What follows belongs to an exercise in optimizing a design on an open flow for small area, a short achievable clock period and few clock cycles; a production flow would make more cautious choices. In this exercise RTL edits were held to simulation tests only and were not proved equivalent to the original.

## flow/run.sh

```bash
#!/bin/bash
# synth_recipe.tcl (not shown) runs the flow's synth.tcl, then flattens the netlist and writes it again
# the make line also repeats each setting of config.mk as NAME=value (left out here)
make -C /OpenROAD-flow-scripts/flow DESIGN_CONFIG=/design/flow/config.mk WORK_HOME=/design/flow/orfs CLKGATE_MAP_FILE= SYNTH_SCRIPT=/design/flow/synth_recipe.tcl finish
```

## flow/config.mk

```make
export PLATFORM = sky130hd
export DESIGN_NAME = instruction_patch_table
export DESIGN_NICKNAME = instruction_patch_table
export VERILOG_FILES = /design/flow/design.v
export SDC_FILE = /design/flow/constraint.sdc
export NUM_CORES = 8
export LEC_CHECK = 0
export CAP_MARGIN = 20
export CORE_MARGIN = 2
export CORE_UTILIZATION = 30
export SLEW_MARGIN = 20
```

## flow/constraint.sdc

```tcl
create_clock -name core_clock -period 10.0 [get_ports {clk}]
set_input_delay 2.0000 -clock core_clock [delete_from_list [all_inputs] [get_ports {clk}]]
set_output_delay 2.0000 -clock core_clock [all_outputs]
set_load 0.01 [all_outputs]
```

## flow/design.v

```verilog
package ipt_pkg;
  localparam int TABLE_ENTRIES = 64;
  localparam int IDX_W = $clog2(TABLE_ENTRIES);
  localparam int CNT_W = $clog2(TABLE_ENTRIES + 1);
  localparam logic [31:0] WORD_NOP = 32'hD503201F;
  localparam logic [31:0] WORD_B = 32'h14000000;
  localparam logic [31:0] OPC_MASK = 32'hFC000000;
  localparam logic [25:0] IMM26_MASK = 26'h3FFFFFF;
  typedef enum logic [2:0] {
    FUNC_APPLY_WORD = 3'd0,
    FUNC_APPLY_BRANCH = 3'd1,
    FUNC_APPLY_NOP = 3'd2,
    FUNC_REVERT = 3'd3,
    FUNC_REVERT_ALL = 3'd4,
    FUNC_STATS = 3'd5
  } func_t;
  typedef enum logic [2:0] {
    STAT_OK = 3'd0,
    STAT_DISABLED = 3'd1,
    STAT_BAD_ADDR = 3'd2,
    STAT_DUPLICATE = 3'd3,
    STAT_FULL = 3'd4,
    STAT_RANGE = 3'd5,
    STAT_NOT_FOUND = 3'd6
  } status_t;
  typedef enum logic [1:0] {
    CFG_ENABLED = 2'd0,
    CFG_BASE = 2'd1,
    CFG_SIZE = 2'd2
  } cfg_idx_t;
  typedef enum logic [1:0] {
    S_IDLE,
    S_SCAN,
    S_FINISH
  } state_t;
  typedef struct packed {
    logic [63:0] addr;
    logic [31:0] original;
    logic [31:0] patched;
  } entry_t;
  typedef struct packed {
    logic shift;
    logic head_clr;
    logic load;
    logic [IDX_W-1:0] load_idx;
    entry_t load_entry;
  } chain_ctrl_t;
endpackage
module ipt_cell (
  input  logic            clk,
  input  logic            rst_n,
  input  logic            take,
  input  ipt_pkg::entry_t din,
  input  logic            din_act,
  output ipt_pkg::entry_t dout,
  output logic            act
);
  ipt_pkg::entry_t data_r;
  logic act_r;
  always_ff @(posedge clk) begin
    if (!rst_n) begin
      act_r <= 1'b0;
    end else if (take) begin
      act_r <= din_act;
    end
  end
  always_ff @(posedge clk) begin
    if (take) begin
      data_r <= din;
    end
  end
  assign dout = data_r;
  assign act = act_r;
endmodule
module ipt_chain (
  input  logic                 clk,
  input  logic                 rst_n,
  input  ipt_pkg::chain_ctrl_t ctrl,
  output ipt_pkg::entry_t      head,
  output logic                 head_act
);
  localparam int EW = 128;
  logic [ipt_pkg::TABLE_ENTRIES*EW-1:0] q;
  logic [ipt_pkg::TABLE_ENTRIES-1:0] q_act;
  for (genvar i = 0; i < ipt_pkg::TABLE_ENTRIES; i++) begin : g_cell
    logic sel;
    logic take;
    ipt_pkg::entry_t nb;
    logic nb_act;
    ipt_pkg::entry_t din;
    logic din_act;
    assign sel = ctrl.load && (ctrl.load_idx == ipt_pkg::IDX_W'(i));
    assign take = ctrl.shift || sel;
    if (i == ipt_pkg::TABLE_ENTRIES - 1) begin : g_tail
      assign nb = q[0 +: EW];
      assign nb_act = q_act[0] && !ctrl.head_clr;
    end else begin : g_mid
      assign nb = q[(i+1)*EW +: EW];
      assign nb_act = q_act[i+1];
    end
    assign din = sel ? ctrl.load_entry : nb;
    assign din_act = sel ? 1'b1 : nb_act;
    ipt_cell u_cell (
      .clk    (clk),
      .rst_n  (rst_n),
      .take   (take),
      .din    (din),
      .din_act(din_act),
      .dout   (q[i*EW +: EW]),
      .act    (q_act[i])
    );
  end
  assign head = q[0 +: EW];
  assign head_act = q_act[0];
endmodule
module instruction_patch_table (
  input  logic        clk,
  input  logic        rst_n,
  input  logic        start,
  output logic        busy,
  input  logic [2:0]  in_func,
  input  logic [63:0] in_target_addr,
  input  logic [63:0] in_branch_target,
  input  logic [31:0] in_new_instr,
  input  logic [31:0] in_current_word,
  output logic        out_valid,
  output logic [2:0]  out_status,
  output logic        out_write_valid,
  output logic [63:0] out_write_offset,
  output logic [31:0] out_write_data,
  output logic [6:0]  out_active_total,
  output logic [6:0]  out_nop_total,
  output logic [6:0]  out_branch_total,
  output logic        out_last,
  input  logic        cfg_valid,
  output logic        cfg_ready,
  input  logic [1:0]  cfg_index,
  input  logic [63:0] cfg_data
);
  ipt_pkg::state_t state_r, state_nxt;
  logic [ipt_pkg::IDX_W-1:0] step_r, step_nxt;
  logic [ipt_pkg::CNT_W-1:0] count_r, count_nxt;
  logic [2:0] func_r, func_nxt;
  logic [63:0] addr_r, addr_nxt;
  logic [63:0] off_r, off_nxt;
  logic [31:0] word_r, word_nxt;
  logic [31:0] cur_r, cur_nxt;
  logic dup_r, dup_nxt;
  logic found_r, found_nxt;
  logic [31:0] orig_r, orig_nxt;
  logic pend_r, pend_nxt;
  logic [63:0] pend_off_r, pend_off_nxt;
  logic [31:0] pend_data_r, pend_data_nxt;
  logic [ipt_pkg::CNT_W-1:0] pend_tot_r, pend_tot_nxt;
  logic [ipt_pkg::CNT_W-1:0] act_cnt_r, act_cnt_nxt;
  logic [ipt_pkg::CNT_W-1:0] nop_cnt_r, nop_cnt_nxt;
  logic [ipt_pkg::CNT_W-1:0] br_cnt_r, br_cnt_nxt;
  logic enabled_r;
  logic [63:0] base_r;
  logic [63:0] size_r;
  logic out_valid_r, out_valid_nxt;
  ipt_pkg::status_t out_status_r, out_status_nxt;
  logic out_wv_r, out_wv_nxt;
  logic [63:0] out_off_r, out_off_nxt;
  logic [31:0] out_data_r, out_data_nxt;
  logic [6:0] out_act_r, out_act_nxt;
  logic [6:0] out_nop_r, out_nop_nxt;
  logic [6:0] out_br_r, out_br_nxt;
  logic out_last_r, out_last_nxt;
  ipt_pkg::chain_ctrl_t ctrl;
  ipt_pkg::entry_t head;
  logic head_act;
  logic head_hit;
  logic accept;
  logic [63:0] in_off;
  logic [63:0] br_diff;
  logic range_ok;
  logic addr_ok;
  logic [31:0] br_word;
  ipt_chain u_chain (
    .clk     (clk),
    .rst_n   (rst_n),
    .ctrl    (ctrl),
    .head    (head),
    .head_act(head_act)
  );
  assign accept = start && !busy;
  assign in_off = in_target_addr - base_r;
  assign br_diff = in_branch_target - in_target_addr;
  assign range_ok = (&br_diff[63:25]) || !(|br_diff[63:25]);
  assign br_word = ipt_pkg::WORD_B | {6'd0, br_diff[27:2] & ipt_pkg::IMM26_MASK};
  assign addr_ok = (size_r >= 64'd4) && (in_target_addr >= base_r) &&
                   (in_off < (size_r - 64'd3)) && (in_off[1:0] == 2'b00);
  assign head_hit = head_act && (head.addr == addr_r);
  always_ff @(posedge clk) begin
    if (!rst_n) begin
      enabled_r <= 1'b1;
      base_r <= '0;
      size_r <= '0;
    end else if (cfg_valid && cfg_ready) begin
      case (cfg_index)
        ipt_pkg::CFG_ENABLED: enabled_r <= cfg_data[0];
        ipt_pkg::CFG_BASE: base_r <= cfg_data;
        ipt_pkg::CFG_SIZE: size_r <= cfg_data;
        default: ;
      endcase
    end
  end
  always_ff @(posedge clk) begin
    if (!rst_n) begin
      state_r <= ipt_pkg::S_IDLE;
      step_r <= '0;
      count_r <= '0;
      out_valid_r <= 1'b0;
    end else begin
      state_r <= state_nxt;
      step_r <= step_nxt;
      count_r <= count_nxt;
      out_valid_r <= out_valid_nxt;
    end
  end
  always_ff @(posedge clk) begin
    func_r <= func_nxt;
    addr_r <= addr_nxt;
    off_r <= off_nxt;
    word_r <= word_nxt;
    cur_r <= cur_nxt;
    dup_r <= dup_nxt;
    found_r <= found_nxt;
    orig_r <= orig_nxt;
    pend_r <= pend_nxt;
    pend_off_r <= pend_off_nxt;
    pend_data_r <= pend_data_nxt;
    pend_tot_r <= pend_tot_nxt;
    act_cnt_r <= act_cnt_nxt;
    nop_cnt_r <= nop_cnt_nxt;
    br_cnt_r <= br_cnt_nxt;
    out_status_r <= out_status_nxt;
    out_wv_r <= out_wv_nxt;
    out_off_r <= out_off_nxt;
    out_data_r <= out_data_nxt;
    out_act_r <= out_act_nxt;
    out_nop_r <= out_nop_nxt;
    out_br_r <= out_br_nxt;
    out_last_r <= out_last_nxt;
  end
  always_comb begin
    state_nxt = state_r;
    step_nxt = step_r;
    count_nxt = count_r;
    func_nxt = func_r;
    addr_nxt = addr_r;
    off_nxt = off_r;
    word_nxt = word_r;
    cur_nxt = cur_r;
    dup_nxt = dup_r;
    found_nxt = found_r;
    orig_nxt = orig_r;
    pend_nxt = pend_r;
    pend_off_nxt = pend_off_r;
    pend_data_nxt = pend_data_r;
    pend_tot_nxt = pend_tot_r;
    act_cnt_nxt = act_cnt_r;
    nop_cnt_nxt = nop_cnt_r;
    br_cnt_nxt = br_cnt_r;
    out_valid_nxt = 1'b0;
    out_status_nxt = ipt_pkg::STAT_OK;
    out_wv_nxt = 1'b0;
    out_off_nxt = '0;
    out_data_nxt = '0;
    out_act_nxt = '0;
    out_nop_nxt = '0;
    out_br_nxt = '0;
    out_last_nxt = 1'b1;
    ctrl = '0;
    case (state_r)
      ipt_pkg::S_IDLE: begin
        if (accept) begin
          func_nxt = in_func;
          addr_nxt = in_target_addr;
          off_nxt = in_off;
          cur_nxt = in_current_word;
          word_nxt = in_new_instr;
          dup_nxt = 1'b0;
          found_nxt = 1'b0;
          pend_nxt = 1'b0;
          pend_tot_nxt = '0;
          act_cnt_nxt = '0;
          nop_cnt_nxt = '0;
          br_cnt_nxt = '0;
          step_nxt = '0;
          case (in_func)
            ipt_pkg::FUNC_APPLY_WORD, ipt_pkg::FUNC_APPLY_BRANCH, ipt_pkg::FUNC_APPLY_NOP: begin
              if (in_func == ipt_pkg::FUNC_APPLY_BRANCH) begin
                word_nxt = br_word;
              end else if (in_func == ipt_pkg::FUNC_APPLY_NOP) begin
                word_nxt = ipt_pkg::WORD_NOP;
              end
              if (in_func == ipt_pkg::FUNC_APPLY_BRANCH && !range_ok) begin
                out_valid_nxt = 1'b1;
                out_status_nxt = ipt_pkg::STAT_RANGE;
              end else if (!enabled_r) begin
                out_valid_nxt = 1'b1;
                out_status_nxt = ipt_pkg::STAT_DISABLED;
              end else if (!addr_ok) begin
                out_valid_nxt = 1'b1;
                out_status_nxt = ipt_pkg::STAT_BAD_ADDR;
              end else begin
                state_nxt = ipt_pkg::S_SCAN;
              end
            end
            ipt_pkg::FUNC_REVERT, ipt_pkg::FUNC_REVERT_ALL, ipt_pkg::FUNC_STATS: state_nxt = ipt_pkg::S_SCAN;
            default: ;
          endcase
        end
      end
      ipt_pkg::S_SCAN: begin
        ctrl.shift = 1'b1;
        step_nxt = step_r + 1'b1;
        if (step_r == ipt_pkg::IDX_W'(ipt_pkg::TABLE_ENTRIES - 1)) begin
          state_nxt = ipt_pkg::S_FINISH;
        end
        case (func_r)
          ipt_pkg::FUNC_REVERT: begin
            if (head_hit && !found_r) begin
              found_nxt = 1'b1;
              orig_nxt = head.original;
              ctrl.head_clr = 1'b1;
            end
          end
          ipt_pkg::FUNC_REVERT_ALL: begin
            if (head_act) begin
              ctrl.head_clr = 1'b1;
              if (pend_r) begin
                out_valid_nxt = 1'b1;
                out_wv_nxt = 1'b1;
                out_off_nxt = pend_off_r;
                out_data_nxt = pend_data_r;
                out_act_nxt = 7'(pend_tot_r);
                out_last_nxt = 1'b0;
              end
              pend_nxt = 1'b1;
              pend_off_nxt = head.addr - base_r;
              pend_data_nxt = head.original;
              pend_tot_nxt = pend_tot_r + 1'b1;
            end
          end
          ipt_pkg::FUNC_STATS: begin
            if (head_act) begin
              act_cnt_nxt = act_cnt_r + 1'b1;
              if (head.patched == ipt_pkg::WORD_NOP) begin
                nop_cnt_nxt = nop_cnt_r + 1'b1;
              end else if ((head.patched & ipt_pkg::OPC_MASK) == ipt_pkg::WORD_B) begin
                br_cnt_nxt = br_cnt_r + 1'b1;
              end
            end
          end
          default: dup_nxt = dup_r || head_hit;
        endcase
      end
      ipt_pkg::S_FINISH: begin
        state_nxt = ipt_pkg::S_IDLE;
        out_valid_nxt = 1'b1;
        case (func_r)
          ipt_pkg::FUNC_REVERT: begin
            if (found_r) begin
              out_wv_nxt = 1'b1;
              out_off_nxt = off_r;
              out_data_nxt = orig_r;
            end else begin
              out_status_nxt = ipt_pkg::STAT_NOT_FOUND;
            end
          end
          ipt_pkg::FUNC_REVERT_ALL: begin
            if (pend_r) begin
              out_wv_nxt = 1'b1;
              out_off_nxt = pend_off_r;
              out_data_nxt = pend_data_r;
              out_act_nxt = 7'(pend_tot_r);
            end
          end
          ipt_pkg::FUNC_STATS: begin
            out_act_nxt = 7'(act_cnt_r);
            out_nop_nxt = 7'(nop_cnt_r);
            out_br_nxt = 7'(br_cnt_r);
          end
          default: begin
            if (dup_r) begin
              out_status_nxt = ipt_pkg::STAT_DUPLICATE;
            end else if (count_r >= ipt_pkg::CNT_W'(ipt_pkg::TABLE_ENTRIES)) begin
              out_status_nxt = ipt_pkg::STAT_FULL;
            end else begin
              ctrl.load = 1'b1;
              ctrl.load_idx = count_r[ipt_pkg::IDX_W-1:0];
              ctrl.load_entry.addr = addr_r;
              ctrl.load_entry.original = cur_r;
              ctrl.load_entry.patched = word_r;
              count_nxt = count_r + 1'b1;
              out_wv_nxt = 1'b1;
              out_off_nxt = off_r;
              out_data_nxt = word_r;
            end
          end
        endcase
      end
      default: state_nxt = ipt_pkg::S_IDLE;
    endcase
  end
  assign busy = (state_r != ipt_pkg::S_IDLE);
  assign cfg_ready = 1'b1;
  assign out_valid = out_valid_r;
  assign out_status = out_status_r;
  assign out_write_valid = out_wv_r;
  assign out_write_offset = out_off_r;
  assign out_write_data = out_data_r;
  assign out_active_total = out_act_r;
  assign out_nop_total = out_nop_r;
  assign out_branch_total = out_br_r;
  assign out_last = out_last_r;
endmodule
```

==> results.ini <==
[status]
status = timing/DRC/antenna clean

[sta]
hold_viol = 0
fin_crit_sh_pct = 89.4
slew_violations = 0
tightestPinTransition_ns = 1.34
rsz0062_at_grt = no
finClkSkew_ns = 0.137
fmax_ghz = 0.112
worst_slack_ns = 1.06
setup_viol = 0
relSlewSlack_pct = 10.4
fin_crit_ns = 8.94

[setup_path]
crit_type = input pin to flop
slowest_stage = a2111oi_1
arrival_ns = 10.00
critPathCaptureType = flop
crit_fanout = 4
crit_path_start_kind = input pin
critPathMostFrequentCell = a21oi_1
required_ns = 11.06
crit_path_max_incr_delay_ns = 0.85

[synthesis]
async_flop_share_pct = 0
synthesis.area_sq_mm = 0.379
yosysWarningCount = 2
ys_seq_area_share_pct = 69.5
synth_edf_count = 8546
postSynthCellCount = 25600
synth_cell_types = 106
ys_ff_latch = 8877
synth_fp_nets = 26100
syn_area_per_cell_sq_um = 14.8
synthFlopType = edfxtp_1

[grt]
grt_pass1_vias = 225000
antenna_found_initial = 86
grt_overflow = 0
grt_pass1_wl_mm = 1730
grt_use_total_pct = 18.6
grt_max_degree = 164

[power_and_ir_drop]
vdd_drop_max_mv = 0.362
leakage_uw = 0.143
power_uw = 123000
p_per_area_mw_per_mm2 = 285

[clock_network]
holdBufCountCts = 0
cts_setup_buffers = 0
clk_path_buf_depth = 5
clk_pin_slew_ns = 0.07
ctsResizeCount = 0
cts_buffers = 898
cts-root-buf = clkbuf_16
cts_tree = done
clkSinkCount = 8877
clock_latency_ns = 1.24
h-tree-depth = 6

[routing]
routedWlPerCell_um = 28.8
num_vias = 225000
ant_nets = 0
drt_iter0_drc = 26500
wl_mm = 1240
drc = 0
vias_per_cell = 5.24
firstDrtPassIters = 8

[floorplanning]
fp-row-count = 412
die_h_mm = 1.13
core_area_sq_mm = 1.26
num_io_pins = 390
die_x_mm = 1.13
die-area_sq_mm = 1.27
initial_core_util_pct = 30.1

[cells_and_area]
syn2layout_area_growth_pct = 14.3
fin_nets = 25800
drive_gt1_share_pct = 29.1
final_core_utilization_pct = 34.4

[placement]
post-place-ws_ns = -0.112
dp_hpwl_mm = 741
portBuffers = 388
place_congestion = 0.892

[job]
max_cap_viol_count = 0

[min_path]
hold_path_class = flop to flop

-- cell usage after synthesis (all sizes together), types with 24 or more instances --
cell | count | share of area [%]
nand2 | 3479 | 3.4
nor3 | 70 | 0.095
and3 | 40 | 0.066
nand4 | 72 | 0.12
ha | 265 | 0.88
nand3 | 79 | 0.10
mux2 | 5396 | 16
and2 | 38 | 0.063
a211oi | 24 | 0.050
nor4 | 40 | 0.072
xor2 | 101 | 0.23
mux2i | 30 | 0.079
clkbuf | 2048 | 2.0
buf | 164 | 0.18
nand2b | 44 | 0.075
o21bai | 28 | 0.055
nor2b | 111 | 0.18
a21boi | 193 | 0.38
inv | 202 | 0.20
dfxtp | 331 | 1.7
a21o | 112 | 0.22
xnor2 | 199 | 0.46
nor2 | 234 | 0.23
a22oi | 106 | 0.21
a21oi | 239 | 0.32
o21a | 72 | 0.14
edfxtp | 8546 | 68
o21ai | 3038 | 4.0
-- per-stage QoR --
| stage | cells | hold WS [ns] | cell area (sq um) | setup TNS [ns] |
|---|---|---|---|---|
| 3_3_place_gp | 41200 | 0.451 | 403000 | -2.52 |
| 5_1_grt | 42900 | 0.474 | 433000 | 0 |
| 2_1_floorplan | 25600 | 0.443 | 379000 | -8548.93 |
| 3_5_place_dp | 41200 | 0.457 | 403000 | -0.152 |
| 6_report | 43000 | 0.445 | 433000 | 0 |
| 4_1_cts | 42800 | 0.440 | 432000 | 0 |
-- cell type report --
class	instances	area (sq um)
antenna	128	320
clock buffer	1130	23800
clock inverter	526	5560
fill	120000	826000
inverter	202	771
multi-input combinational	14300	108000
sequential	8877	263000
tap	16800	21000
timing repair buffer	1073	10300
-- state kept, by name (all words and copies together), names as in the netlist, 64 cells and up --
name                          count
pend_off_r                       64
addr_r                           64
out_off_r                        64
u_chain.g_cell.u_cell.act_r      64
base_r                           64
size_r                           64
off_r                            64
u_chain.g_cell.u_cell.data_r   8192
-- cells by family after synthesis --
| logic type | share of synthesized area [%] |
|---|---|
| AO/OA/AOI/OAI | 5.74 |
| XOR/XNOR | 0.694 |
| adder cells (fa/ha/maj) | 0.886 |
| buffers and inverters | 2.42 |
| flip-flops | 69.5 |
| multiplexers | 16.1 |
| other | 0.000990 |
| AND/OR/NAND/NOR | 4.66 |
-- placed cells by master, fill, tap and decap left out, types with 195 or more instances in the layout --
| cell | n |
|---|---|
| dfxtp_1 | 331 |
| nand2_1 | 3400 |
| xnor2_1 | 195 |
| clkinv_1 | 208 |
| ha_1 | 263 |
| a21oi_1 | 231 |
| o21ai_0 | 2971 |
| clkbuf_1 | 197 |
| mux2_2 | 5395 |
| clkbuf_16 | 910 |
| edfxtp_1 | 8546 |
| inv_1 | 200 |
| clkdlybuf4s50_1 | 387 |
| buf_4 | 585 |
-- worst paths after layout --
path         cells after the start                                             from                                               to  slack (ns)
min                              2  u_chain.g_cell[44].u_cell.data_r[110]$_DFFE_PP_  u_chain.g_cell[43].u_cell.data_r[110]$_DFFE_PP_        0.45
max                             29                                in_target_addr[1]                          state_r[0]$_SDFFE_PN0P_        1.06
max reg2reg                     29                           base_r[1]$_SDFFE_PN0P_                          state_r[0]$_SDFFE_PN0P_        2.04
min reg2reg                      2  u_chain.g_cell[44].u_cell.data_r[110]$_DFFE_PP_  u_chain.g_cell[43].u_cell.data_r[110]$_DFFE_PP_        0.45
-- worst max-delay path, delay by kind of cell --
kind	cells	cell delay [ns]
buffers and inverters	3	0.96
and+or+nand+nor	10	1.82
muxes	1	0.11
adders and majority gates	2	0.63
AOI/OAI and AO/OA	13	4.47
-- metal layers --
layer	global-route usage, %	share of wire (%)	vias up
li1	-	-	94400
met3	2.77	6.9	1891
met1	24.6	42	119000
met2	30.6	47	9769
met4	7.66	4.4	16
met5	0	0.0092	-
-- report_power, final --
group,switching (uW),internal (uW)
clock network,15000,19200
logic,19600,7800
registers,3470,58400
total,38100,85400
Testbench counts, summed over its fixed seeds: cycles 317,848.

re-timing with driven ports:
The results above use ideal ports. As a check the final layout listed here was re-extracted and re-timed, cells and wires unchanged. Step 1 sets driving cells, clkbuf_16 on the clock port and buf_2 on the other inputs (assumed; they add their load-dependent delay and slew). Step 2 adds t to the input delays and takes it off the output delays; t is the mean of the earliest and latest rising clock arrival at the registers after step 1. Input paths then give back, and output paths get back, about the clock's delay inside the block. Slacks: ideal / step 1 / step 2; pairs: ideal / step 1.
t (ns): 1.335
setup slack, ns: 1.057 / 1.184 / -0.151
latest minus earliest clock arrival (ns): 0.151 / 0.152
worst slew at a driven data input, ns: 0.19
With both steps, setup timing fails in this run, where it was met with ideal ports. For this run, drivers alone change the setup slack by +0.127 ns; drivers and shift together by -1.208 ns.
